From an optimization exercise on the open Yosys and OpenROAD flow, aimed at small area; shortcuts taken in it are not production practice.
The RTL was checked by simulation tests, not by an equivalence proof against the original design.
Power figures rest on the tool's default switching activity, not on a simulated workload.

## mips_cpu
module mips_cpu (
    input  logic        clk,
    input  logic        arst_n_i,
    input  logic [31:0] rom_data_i,
    output logic [31:0] rom_addr_o,
    output logic        rom_en_o,
    input  logic [31:0] ram_data_i,
    output logic        ram_en_o,
    output logic        ram_wr_en_o,
    output logic [31:0] ram_addr_o,
    output logic [31:0] ram_data_o
);
Size in the first run: about 3000 cells after synthesis, roughly 1200 flip-flops, about 170 I/O pins, roughly 48000 um2 of cells after synthesis.
clock: 6.0 ns
lec_check: 0
cap_margin: 10
core_margin: 2
core_utilization: 50
cts_buf_list: sky130_fd_sc_hd__clkbuf_16
cts_cluster_diameter: 100
cts_cluster_size: 25
gpl_timing_driven: 0
place_density: 0.6
setup_slack_margin: 0.2
slew_margin: 10
synth_hierarchical: 1
standard.sh (not shown) runs the stock make flow with config.mk's settings and CLKGATE_MAP_FILE= SYNTH_SCRIPT=/design/flow/synth_recipe.tcl, a recipe that flattens the netlist after the stock synthesis.
==> flow/flow/run.sh <==
#!/bin/bash
# The standard layout (standard.sh) with three changes:
# - synthesis is the standard flow's own script (synth_recipe.tcl, unchanged) except that
#   its abc calls use flow/abc_map.script: an area-leaning mapping (choice
#   computation and area-flow mapping, no final buffering or sizing, which
#   placement repairs anyway);
#   registers, their names and cells are untouched by abc
# - the input and output port buffers use the smallest buffer cell
# - an area-recovery pass after global routing (flow/grt_post.tcl)
set -o pipefail
here=$(pwd)
{
  echo 'proc abc {args} {'
  echo '  set i [lsearch -exact $args -script]'
  echo "  if {\$i >= 0} { lset args [expr {\$i + 1}] $here/flow/abc_map.script }"
  echo '  yosys abc {*}$args'
  echo '}'
  cat synth_recipe.tcl
} > flow_synth.tcl
bash standard.sh SYNTH_SCRIPT="$here/flow_synth.tcl" \
    BUFFER_PORTS_ARGS="-buffer_cell sky130_fd_sc_hd__buf_1" \
    POST_GLOBAL_ROUTE_TCL="$here/flow/grt_post.tcl" finish 2>&1 | tee standard_make.log
==> flow/flow/abc_map.script <==
&get -n
&st
&dch
&nf -R 1000
&put
topo
==> flow/flow/grt_post.tcl <==
# Sourced by ORFS's global_route.tcl as POST_GLOBAL_ROUTE_TCL, before it
# writes 5_1_grt.odb.  Area recovery: gates with slack to spare are
# downsized, then slew and capacitance are repaired again and the timing
# re-checked, each time re-legalising and re-routing the changed nets.  The
# route guides are written again for detailed routing.
log_cmd global_route -start_incremental
log_cmd repair_timing -recover_power 100 -setup_margin $::env(SETUP_SLACK_MARGIN) -verbose
repair_design_helper
log_cmd detailed_placement
log_cmd global_route -end_incremental

log_cmd estimate_parasitics -global_routing
log_cmd global_route -start_incremental
repair_timing_helper -setup
log_cmd detailed_placement
log_cmd global_route -end_incremental

log_cmd estimate_parasitics -global_routing
write_guides $::env(RESULTS_DIR)/route.guide
Change:
==> flow/flow/run.sh (replaced) <==
#!/bin/bash
# The standard layout (standard.sh, unchanged synthesis and steps), with
# the input and output port buffers made from the smallest buffer cell and an
# area-recovery pass after global routing (flow/grt_post.tcl)
set -o pipefail
here=$(pwd)
bash standard.sh BUFFER_PORTS_ARGS="-buffer_cell sky130_fd_sc_hd__buf_1" \
    POST_GLOBAL_ROUTE_TCL="$here/flow/grt_post.tcl" finish 2>&1 | tee standard_make.log
Settings changed: CAP_MARGIN 10 to 5, SLEW_MARGIN 10 to 5.
removed: flow/flow/abc_map.script
Sequential cell count is unchanged; sequential share of layout area went down by 0.54 points; via count climbs slightly; hold slack is about the same; core utilization fell by 0.70 points.
Change:
==> flow/flow/run.sh (replaced) <==
#!/bin/bash
# The standard layout (standard.sh) with three changes:
# - synthesis is the standard flow's own script (synth_recipe.tcl, unchanged) except that
#   its abc calls use flow/abc_map.script: an area-leaning mapping (choice
#   computation and area-flow mapping, no final buffering or sizing, which
#   placement repairs anyway);
#   registers, their names and cells are untouched by abc
# - the input and output port buffers use the smallest buffer cell
# - an area-recovery pass after global routing (flow/grt_post.tcl)
set -o pipefail
here=$(pwd)
{
  echo 'proc abc {args} {'
  echo '  set i [lsearch -exact $args -script]'
  echo "  if {\$i >= 0} { lset args [expr {\$i + 1}] $here/flow/abc_map.script }"
  echo '  yosys abc {*}$args'
  echo '}'
  cat synth_recipe.tcl
} > flow_synth.tcl
bash standard.sh SYNTH_SCRIPT="$here/flow_synth.tcl" \
    BUFFER_PORTS_ARGS="-buffer_cell sky130_fd_sc_hd__buf_1" \
    POST_GLOBAL_ROUTE_TCL="$here/flow/grt_post.tcl" finish 2>&1 | tee standard_make.log
==> flow/flow/abc_map.script (new file) <==
&get -n
&st
&synch2
&nf
&st
&dch
&nf
&put
topo
Settings changed: CAP_MARGIN 5 to 10, SLEW_MARGIN 5 to 10.
What happened: Cell area shrinks slightly. Via count shrinks slightly. Area after synthesis shrinks by a few percent. Critical path depth grows by 2. Worst setup slack gets better by 0.14 ns. Global-route usage grows by 0.39 points. Wire length shrinks slightly. Hold slack gets worse by 0.0043 ns. Non-clock buffer count shrinks by 23. Cell count shrinks slightly. First-iteration DRC count grows by roughly a tenth.
Change:
--- a/flow/flow/run.sh
+++ b/flow/flow/run.sh
@@ -2,7 +2,6 @@
 # The standard layout (standard.sh) with three changes:
 # - synthesis is the standard flow's own script (synth_recipe.tcl, unchanged) except that
-#   its abc calls use flow/abc_map.script: an area-leaning mapping (choice
-#   computation and area-flow mapping, no final buffering or sizing, which
-#   placement repairs anyway);
+#   its abc calls use flow/abc_map.script: ORFS's speed script without the
+#   final buffering and up/down-sizing, which placement repairs anyway;
 #   registers, their names and cells are untouched by abc
 # - the input and output port buffers use the smallest buffer cell
==> flow/flow/abc_map.script (replaced) <==
&get -n
&st
&dch
&nf
&st
&syn2
&if -g -K 6
&synch2
&nf
&st
&syn2
&if -g -K 6
&synch2
&nf
&st
&syn2
&if -g -K 6
&synch2
&nf
&st
&syn2
&if -g -K 6
&synch2
&nf
&st
&syn2
&if -g -K 6
&synch2
&nf
&put
topo
stime -c
Clock skew grows by 0.0050 ns; count of clock-buffer cells in the layout rises by 2; via count barely changes; cell count hardly moves; core utilization fell by 0.30 points; wire length falls by 2.8%; hold slack improved by 0.0032 ns; design area hardly moves; worst setup slack is worse by 0.013 ns; global-route usage decreases by 1.2 points; power decreases by 1.1%.

---

## north
mips_cpu, a different RTL version from the one above (not shown whole).
For scale: ~3000 cells after synthesis, ~170 I/O pins, roughly 49000 sq um of cells after synthesis.
make LEC_CHECK=0 CAP_MARGIN=20 CORE_MARGIN=2 CORE_UTILIZATION=50 CTS_BUF_LIST=sky130_fd_sc_hd__clkbuf_16 CTS_CLUSTER_DIAMETER=100 CTS_CLUSTER_SIZE=20 GPL_TIMING_DRIVEN=0 PLACE_DENSITY=0.6 SETUP_SLACK_MARGIN=0.15 SLEW_MARGIN=20 SYNTH_HIERARCHICAL=1 finish   # period 6.0 ns
run.sh (not shown) runs the stock make flow with config.mk's settings and CLKGATE_MAP_FILE= SYNTH_SCRIPT=/design/flow/synth_recipe.tcl, a recipe that flattens the netlist after the stock synthesis.
Stock flow here: none of the scripts above is used.
north: done, clean on timing, DRC and antenna
For south, these inputs were changed with respect to north:
Settings: changing CAP_MARGIN from 20 to 5; changing CTS_CLUSTER_SIZE from 20 to 25; changing SLEW_MARGIN from 20 to 5.
==> flow/flow/run.sh (new file) <==
#!/bin/bash
# The standard layout (standard.sh, unchanged synthesis and steps), with
# the input and output port buffers made from the smallest buffer cell
set -o pipefail
bash standard.sh BUFFER_PORTS_ARGS="-buffer_cell sky130_fd_sc_hd__buf_1" finish 2>&1 | tee standard_make.log
==> flow/standard.sh (new file) <==
#!/bin/bash
# synth_recipe.tcl (not shown) runs the flow's synth.tcl, then flattens the netlist and writes it again
# the make line also repeats each setting of config.mk as NAME=value (left out here)
make -C /OpenROAD-flow-scripts/flow DESIGN_CONFIG=/design/flow/config.mk WORK_HOME=/design/flow/orfs CLKGATE_MAP_FILE= SYNTH_SCRIPT=/design/flow/synth_recipe.tcl "${@:-finish}"
removed: flow/run.sh
[summary]
- Comparing south and north, the lower overall via count from detail_route is on south.
- south against north: global-route usage went down by 2.1 points, count of cells resized by post-cts repair went up by 10, total power consumption of the routed design went down by about 6%.
- Relative to north, routed wire length has gone down in south.
- [south vs north] met2 track demand over resource: lower in south
- Delta (south minus north): shortest period the worst path allows rose 41 ps; internal power contribution decreased by 0.00084 W relative to the old numbers.
Input-level comparison between east and south:
Settings: a change of CAP_MARGIN from 5 to 20; a change of SLEW_MARGIN from 5 to 20.
Notes after the runs:
In the reports for south and east, the smaller first-pass GRT wire length belongs to south.
From south to east the numbers moved as follows: routed wire length flat, combinational share of power shows no meaningful change, worst setup margin now sits higher.

---

Another version of the RTL of mips_cpu (not shown whole).
Size in the first run: roughly 3100 cells after synthesis, ~170 I/O pins, roughly 49000 sq um of cells after synthesis.
clock: 6.0 ns
lec_check: 0
cap_margin: 5
core_margin: 2
core_utilization: 50
cts_buf_list: sky130_fd_sc_hd__clkbuf_16
cts_cluster_diameter: 100
cts_cluster_size: 25
gpl_timing_driven: 0
place_density: 0.6
setup_slack_margin: 0.2
slew_margin: 5
synth_hierarchical: 1
standard.sh (not shown) runs the stock make flow with config.mk's settings and CLKGATE_MAP_FILE= SYNTH_SCRIPT=/design/flow/synth_recipe.tcl, a recipe that flattens the netlist after the stock synthesis.
==> flow/flow/run.sh <==
#!/bin/bash
# The standard layout (standard.sh) with three changes:
# - synthesis is the standard flow's own script (synth_recipe.tcl, unchanged) except that
#   its abc calls use flow/abc_map.script: ORFS's speed script without the
#   final buffering and up/down-sizing, which placement repairs anyway;
#   registers, their names and cells are untouched by abc
# - the input and output port buffers use the smallest buffer cell
# - an area-recovery pass after global routing (flow/grt_post.tcl)
set -o pipefail
here=$(pwd)
{
  echo 'proc abc {args} {'
  echo '  set i [lsearch -exact $args -script]'
  echo "  if {\$i >= 0} { lset args [expr {\$i + 1}] $here/flow/abc_map.script }"
  echo '  yosys abc {*}$args'
  echo '}'
  cat synth_recipe.tcl
} > flow_synth.tcl
bash standard.sh SYNTH_SCRIPT="$here/flow_synth.tcl" \
    BUFFER_PORTS_ARGS="-buffer_cell sky130_fd_sc_hd__buf_1" \
    POST_GLOBAL_ROUTE_TCL="$here/flow/grt_post.tcl" finish 2>&1 | tee standard_make.log
==> flow/flow/abc_map.script <==
&get -n
&st
&dch
&nf
&st
&syn2
&if -g -K 6
&synch2
&nf
&st
&syn2
&if -g -K 6
&synch2
&nf
&st
&syn2
&if -g -K 6
&synch2
&nf
&st
&syn2
&if -g -K 6
&synch2
&nf
&st
&syn2
&if -g -K 6
&synch2
&nf
&put
topo
stime -c
Scripts as last shown in full above: flow/flow/grt_post.tcl
The starting point completed, yet does not pass: max-capacitance violations, max-slew violations.
Change:
==> flow/flow/run.sh (replaced) <==
#!/bin/bash
# The standard layout (standard.sh, unchanged synthesis and steps), with
# the input and output port buffers made from the smallest buffer cell and an
# area-recovery pass after global routing (flow/grt_post.tcl)
set -o pipefail
here=$(pwd)
bash standard.sh BUFFER_PORTS_ARGS="-buffer_cell sky130_fd_sc_hd__buf_1" \
    POST_GLOBAL_ROUTE_TCL="$here/flow/grt_post.tcl" finish 2>&1 | tee standard_make.log
removed: flow/flow/abc_map.script
What happened: The changed run ran to the end with no violations. Core utilization falls by 0.74 points. Count of clock-buffer cells in the layout came out lower by 2. Wire length is lower by 5.4%. Power decreases by 1.4%. Fmax is higher by 1.2%. Critical path depth climbs by 5. Global-route usage shrinks by 2.5 points. Worst setup slack gets better by 0.069 ns. Design area stays flat. Non-clock buffer count goes up by 39.

==> port drivers added, routing unchanged <==
How much do the figures lean on ideal ports? The routed layouts below were timed once more, with nothing changed but the port constraints. Step 1 (the two cells are an assumption about what drives the block):
set clk [get_ports {clk}]
set_driving_cell -lib_cell sky130_fd_sc_hd__clkbuf_16 $clk
set_driving_cell -lib_cell sky130_fd_sc_hd__buf_2 [delete_from_list [all_inputs] $clk]
Step 2, shift: input delay + t, output delay - t, t = (earliest + latest rising clock arrival at the registers) / 2. This alone moves slack from input paths to output paths. a / b / c = ideal ports / drivers / drivers and shift; a / b = the first two.
run | t (ns) | slack for setup (ns) | worst hold slack (ns) | worst register clock-pin slew, ns | worst slew at a driven data input, ns
the first run of note 1 | 0.772 | 0.329 / 0.329 / 0.135 | 0.349 / 0.349 / 0.349 | 0.11 / 0.11 | 0.08
the second run of note 1 | 0.750 | 0.212 / 0.212 / 0.012 | 0.349 / 0.349 / 0.349 | 0.10 / 0.10 | 0.04
the third run of note 1 | 0.752 | 0.351 / 0.351 / -0.140 | 0.345 / 0.345 / 0.345 | 0.11 / 0.11 | 0.05
the fourth run of note 1 | 0.742 | 0.338 / 0.338 / -0.285 | 0.348 / 0.348 / 0.348 | 0.11 / 0.11 | 0.06
north | 0.746 | 0.245 / 0.245 / -0.299 | 0.342 / 0.342 / 0.342 | 0.09 / 0.09 | 0.05
south | 0.742 | 0.204 / 0.204 / 0.018 | 0.347 / 0.347 / 0.347 | 0.11 / 0.11 | 0.04
east | 0.770 | 0.264 / 0.264 / 0.008 | 0.335 / 0.335 / 0.335 | 0.11 / 0.11 | 0.04
the first run of note 3 | 0.761 | 0.240 / 0.240 / -0.231 | 0.348 / 0.348 / 0.348 | 0.11 / 0.11 | 0.05
the second run of note 3 | 0.762 | 0.309 / 0.309 / -0.069 | 0.350 / 0.350 / 0.350 | 0.10 / 0.10 | 0.04
For the fourth run of note 1, which loses most, drivers alone change the setup slack by 0.000 ns; drivers and shift together by -0.623 ns.
